Context: an optimization exercise on an open-source flow, tuned for small area, a short achievable clock period and few clock cycles per item. The choices shown serve that exercise and are no tape-out recipe.
Power is estimated from default activity; no workload was simulated.

==> module frame_ram, before the edit <==
module frame_ram (
    input  logic       clk,
    input  logic       shift_e,      
    input  logic [1:0] lab_e,
    input  logic       shift_o,      
    input  logic [1:0] lab_o,
    input  logic [7:0] raddr,
    output logic [1:0] rdata
);
    logic [255:0] mem_e, mem_o;
    logic [1:0]   lab [0:255];       
    always_ff @(posedge clk) begin
        if (shift_e) begin
            mem_e <= {lab_e, mem_e[255:2]};
        end
        if (shift_o) begin
            mem_o <= {lab_o, mem_o[255:2]};
        end
    end
    always_comb begin
        for (int j = 0; j < 128; j++) begin
            lab[2*j]   = mem_e[2*j +: 2];
            lab[2*j+1] = mem_o[2*j +: 2];
        end
    end
    logic [7:0] dlo, dmid;
    logic [3:0] dhi;
    logic [1:0] part [0:3];
    logic [1:0] part_n [0:3];
    always_comb begin
        for (int k = 0; k < 8; k++) begin
            dlo[k]  = (raddr[2:0] == 3'(k));
            dmid[k] = (raddr[5:3] == 3'(k));
        end
        for (int j = 0; j < 4; j++) begin
            dhi[j] = (raddr[7:6] == 2'(j));
        end
        for (int j = 0; j < 4; j++) begin
            part[j] = 2'b00;
            for (int i = 0; i < 8; i++) begin
                logic [1:0] g;
                g = 2'b00;
                for (int k = 0; k < 8; k++) begin
                    g = g | ({2{dlo[k]}} & lab[64*j+8*i+k]);
                end
                part[j] = part[j] | ({2{dmid[i]}} & g);
            end
            part[j] = {2{dhi[j]}} & part[j];
        end
    end
    always_ff @(posedge clk) begin
        for (int j = 0; j < 4; j++) begin
            part_n[j] <= ~part[j];
        end
    end
    assign rdata = ~(part_n[0] & part_n[1] & part_n[2] & part_n[3]);
endmodule
==> module seg_top, before the edit <==
module seg_top (
    input  logic                                clk,
    input  logic                                rst,
    input  logic                                start_process,
    output logic                                processing_done,
    output logic                                mem_req,
    output logic [seg_ctrl_pkg::MEM_ADDR_W-1:0] mem_addr,
    input  logic                                mem_ack,
    input  logic [31:0]                         mem_rdata,
    input  seg_geom_pkg::pix_idx_t              label_addr,
    output seg_geom_pkg::label_t                label,
    output logic [9:0]                          leds
);
    logic        busy;        
    logic        flag;        
    logic [7:0]  waddr;       
    logic [2:0]  wph;         
    logic        got;         
    logic        v1;          
    logic [1:0]  ph1;         
    logic        last1;       
    logic [23:0] pa;          
    logic [23:0] pb;          
    logic [2:0]  xa, xb;      
    logic [15:0] h;           
    assign got = mem_req && mem_ack;
    always_ff @(posedge clk or posedge rst) begin
        if (rst) begin
            busy    <= 1'b0;
            flag    <= 1'b0;
            mem_req <= 1'b0;
            waddr   <= '0;
            wph     <= 3'b001;
            v1      <= 1'b0;
            ph1     <= '0;
            last1   <= 1'b0;
        end else begin
            v1    <= got;
            ph1   <= wph[2:1];
            last1 <= got && (waddr == 8'(seg_ctrl_pkg::WORDS_PER_FRAME - 1));
            if (!busy) begin
                if (start_process) begin
                    busy    <= 1'b1;
                    flag    <= 1'b0;
                    mem_req <= 1'b1;
                    waddr   <= '0;
                    wph     <= 3'b001;
                end
            end else begin
                if (got) begin
                    waddr <= waddr + 1'b1;
                    wph   <= {wph[1:0], wph[2]};
                    if (waddr == 8'(seg_ctrl_pkg::WORDS_PER_FRAME - 1)) begin
                        mem_req <= 1'b0;
                    end
                end
                if (v1 && last1) begin
                    busy <= 1'b0;
                    flag <= 1'b1;
                end
            end
        end
    end
    logic [23:0] na, nb;
    assign na = wph[0] ? mem_rdata[23:0] : {mem_rdata[7:0], h};
    assign nb = wph[1] ? {mem_rdata[15:0], h[15:8]} : mem_rdata[31:8];
    logic [2:0] nxa, nxb;
    class_cmp u_cmp_a (.r(na[7:0]), .g(na[15:8]), .b(na[23:16]), .mx(nxa));
    class_cmp u_cmp_b (.r(nb[7:0]), .g(nb[15:8]), .b(nb[23:16]), .mx(nxb));
    always_ff @(posedge clk) begin
        pa <= na;
        xa <= nxa;
        xb <= nxb;
        pb <= nb;
        if (got) begin
            h <= mem_rdata[31:16];
        end
    end
    logic [7:0] ma, a1a, b1a, mb, a1b, b1b;
    logic [1:0] la, lb;
    class_sort u_sort_a (.r(pa[7:0]), .g(pa[15:8]), .b(pa[23:16]), .mx(xa),
                         .m(ma), .a1(a1a), .b1(b1a));
    class_sort u_sort_b (.r(pb[7:0]), .g(pb[15:8]), .b(pb[23:16]), .mx(xb),
                         .m(mb), .a1(a1b), .b1(b1b));
    class_scorer u_cls_a (.m(ma), .a1(a1a), .b1(b1a), .mx(xa[1:0]), .lbl(la));
    class_scorer u_cls_b (.m(mb), .a1(a1b), .b1(b1b), .mx(xb[1:0]), .lbl(lb));
    frame_ram u_label_ram (
        .clk     (clk),
        .shift_e (v1 && !ph1[0]),
        .lab_e   (la),
        .shift_o (v1 && (ph1 != 2'd0)),
        .lab_o   (lb),
        .raddr   (label_addr),
        .rdata   (label)
    );
    assign processing_done = !busy;
    assign mem_addr        = {12'b0, waddr};
    assign leds            = {7'b0, flag, 1'b0, busy};
endmodule
Settings: LEC_CHECK=0, CAP_MARGIN=20, CORE_MARGIN=2, CORE_UTILIZATION=60, CTS_BUF_LIST=sky130_fd_sc_hd__clkbuf_16, CTS_CLUSTER_DIAMETER=80, CTS_CLUSTER_SIZE=30, PLACE_DENSITY=0.8, SETUP_SLACK_MARGIN=4.8, SLEW_MARGIN=20, SYNTH_MEMORY_MAX_BITS=16384; clock period 8.0 ns.
standard.sh (not shown) runs the stock make flow with config.mk's settings and CLKGATE_MAP_FILE= SYNTH_SCRIPT=/design/flow/synth_recipe.tcl, a recipe that flattens the netlist after the stock synthesis.
==> flow/flow/run.sh <==
#!/bin/bash
# Layout flow: the standard ORFS flow (standard.sh) with two changes.
#  1. Synthesis is the standard one (synth_recipe.tcl, ORFS synth.tcl) except for the ABC
#     script that maps the combinational logic: flow/abc.script replaces ORFS's
#     abc_speed.script, in a copy of ORFS's scripts folder made here. Registers are
#     mapped exactly as in the standard synthesis.
#  2. The port buffers that global placement inserts are buf_2 cells.
# Each tool's output goes to a log file in this folder; ORFS also keeps its per-step logs
# under orfs/logs/.
set -euo pipefail
work=$(pwd)
rm -rf "$work/scripts_abc"
cp -r "$FLOW_HOME/scripts" "$work/scripts_abc"
cp "$work/flow/abc.script" "$work/scripts_abc/abc_speed.script"
bash standard.sh "SCRIPTS_DIR=$work/scripts_abc" synth > synth.log 2>&1
bash standard.sh "BUFFER_PORTS_ARGS=-buffer_cell sky130_fd_sc_hd__buf_2" finish > layout.log 2>&1
==> flow/flow/abc.script <==
&get -n
&st
&dch
&nf -R 20
&put
buffer -c
topo
stime -c
upsize -c
dnsize -c
The first run ran to the end with no violations.
Edit:
--- a/flow/design.v
+++ b/flow/design.v
@@ -13,33 +13,21 @@
     localparam int MEM_ADDR_W      = 20;
     localparam int WORDS_PER_FRAME = 192;
 endpackage
 `timescale 1ns/1ns
 module frame_ram (
     input  logic       clk,
-    input  logic       shift_e,      
-    input  logic [1:0] lab_e,
-    input  logic       shift_o,      
-    input  logic [1:0] lab_o,
+    input  logic       shift,
+    input  logic [3:0] pair_in,      
     input  logic [7:0] raddr,
     output logic [1:0] rdata
 );
-    logic [255:0] mem_e, mem_o;
-    logic [1:0]   lab [0:255];       
-    always_ff @(posedge clk) begin
-        if (shift_e) begin
-            mem_e <= {lab_e, mem_e[255:2]};
-        end
-        if (shift_o) begin
-            mem_o <= {lab_o, mem_o[255:2]};
-        end
-    end
-    always_comb begin
-        for (int j = 0; j < 128; j++) begin
-            lab[2*j]   = mem_e[2*j +: 2];
-            lab[2*j+1] = mem_o[2*j +: 2];
+    logic [511:0] mem;
+    always_ff @(posedge clk) begin
+        if (shift) begin
+            mem <= {pair_in, mem[511:4]};
         end
     end
     logic [7:0] dlo, dmid;
     logic [3:0] dhi;
     logic [1:0] part [0:3];
     logic [1:0] part_n [0:3];
@@ -54,13 +42,13 @@
         for (int j = 0; j < 4; j++) begin
             part[j] = 2'b00;
             for (int i = 0; i < 8; i++) begin
                 logic [1:0] g;
                 g = 2'b00;
                 for (int k = 0; k < 8; k++) begin
-                    g = g | ({2{dlo[k]}} & lab[64*j+8*i+k]);
+                    g = g | ({2{dlo[k]}} & mem[2*(64*j+8*i+k) +: 2]);
                 end
                 part[j] = part[j] | ({2{dmid[i]}} & g);
             end
             part[j] = {2{dhi[j]}} & part[j];
         end
     end
@@ -167,13 +155,15 @@
     logic        v1;          
     logic [1:0]  ph1;         
     logic        last1;       
     logic [23:0] pa;          
     logic [23:0] pb;          
     logic [2:0]  xa, xb;      
-    logic [15:0] h;           
+    logic [1:0]  pend;        
+    logic        shift;       
+    logic [3:0]  pair_in;     
     assign got = mem_req && mem_ack;
     always_ff @(posedge clk or posedge rst) begin
         if (rst) begin
             busy    <= 1'b0;
             flag    <= 1'b0;
             mem_req <= 1'b0;
@@ -206,41 +196,50 @@
                     busy <= 1'b0;
                     flag <= 1'b1;
                 end
             end
         end
     end
-    logic [23:0] na, nb;
-    assign na = wph[0] ? mem_rdata[23:0] : {mem_rdata[7:0], h};
-    assign nb = wph[1] ? {mem_rdata[15:0], h[15:8]} : mem_rdata[31:8];
+    logic [15:0] h;
+    logic [23:0] na;
+    assign h = pb[23:8];
+    always_comb begin
+        na = ({24{wph[0]}} & mem_rdata[23:0])
+           | ({24{wph[1]}} & {mem_rdata[15:0], h[15:8]})
+           | ({24{wph[2]}} & {mem_rdata[7:0], h});
+    end
     logic [2:0] nxa, nxb;
     class_cmp u_cmp_a (.r(na[7:0]), .g(na[15:8]), .b(na[23:16]), .mx(nxa));
-    class_cmp u_cmp_b (.r(nb[7:0]), .g(nb[15:8]), .b(nb[23:16]), .mx(nxb));
+    class_cmp u_cmp_b (.r(mem_rdata[15:8]), .g(mem_rdata[23:16]), .b(mem_rdata[31:24]), .mx(nxb));
     always_ff @(posedge clk) begin
         pa <= na;
         xa <= nxa;
         xb <= nxb;
-        pb <= nb;
         if (got) begin
-            h <= mem_rdata[31:16];
+            pb <= mem_rdata[31:8];
         end
     end
     logic [7:0] ma, a1a, b1a, mb, a1b, b1b;
     logic [1:0] la, lb;
     class_sort u_sort_a (.r(pa[7:0]), .g(pa[15:8]), .b(pa[23:16]), .mx(xa),
                          .m(ma), .a1(a1a), .b1(b1a));
     class_sort u_sort_b (.r(pb[7:0]), .g(pb[15:8]), .b(pb[23:16]), .mx(xb),
                          .m(mb), .a1(a1b), .b1(b1b));
     class_scorer u_cls_a (.m(ma), .a1(a1a), .b1(b1a), .mx(xa[1:0]), .lbl(la));
     class_scorer u_cls_b (.m(mb), .a1(a1b), .b1(b1b), .mx(xb[1:0]), .lbl(lb));
+    always_ff @(posedge clk) begin
+        if (v1 && ph1 == 2'd0) begin
+            pend <= la;
+        end
+    end
+    assign shift   = v1 && (ph1 != 2'd0);
+    assign pair_in = ph1[0] ? {la, pend} : {lb, la};
     frame_ram u_label_ram (
         .clk     (clk),
-        .shift_e (v1 && !ph1[0]),
-        .lab_e   (la),
-        .shift_o (v1 && (ph1 != 2'd0)),
-        .lab_o   (lb),
+        .shift   (shift),
+        .pair_in (pair_in),
         .raddr   (label_addr),
         .rdata   (label)
     );
     assign processing_done = !busy;
     assign mem_addr        = {12'b0, waddr};
     assign leds            = {7'b0, flag, 1'b0, busy};
What happened: Combinational power went down by about 8%; sequential share of layout area went up by 1.1 points; clock skew went up by 0.021 ns; critical path depth went down by 1; die area went down by 1.0%; routed wire length went down by 5.1%; hold slack got worse by 0.0033 ns; fmax went down by 0.45%; area after synthesis went down by 1.0%; via count barely changes; synthesized cell count went up by 1.4%.
No run of this note included a check of the RTL's function; only the layout flow was run.

re-timing with driven ports:
The results above use ideal ports. As a check the final layouts listed here were re-extracted and re-timed, cells and wires unchanged. Step 1 (the two cells are an assumption about what drives the block):
set clk [get_ports {clk}]
set_driving_cell -lib_cell sky130_fd_sc_hd__clkbuf_16 $clk
set_driving_cell -lib_cell sky130_fd_sc_hd__buf_2 [delete_from_list [all_inputs] $clk]
Step 2 moves the port delays by t, midway between the first and last clock arrival at a register: inputs arrive t later, outputs are due t later. That takes back most of the time a late clock gives input paths. a / b / c = ideal ports / drivers / drivers and shift; a / b = the first two.
| run | shift t [ns] | setup slack, ns | slew at the worst register clock pin (ns) |
|---|---|---|---|
| the first run | 0.635 | 4.790 / 4.807 / 4.171 | 0.12 / 0.12 |
| the second run | 0.644 | 4.775 / 4.767 / 4.123 | 0.12 / 0.12 |
After both steps setup and hold are still met in every run listed. The setup slack of the second run, which loses most, moves by -0.008 ns with the drivers and by -0.652 ns with both steps.
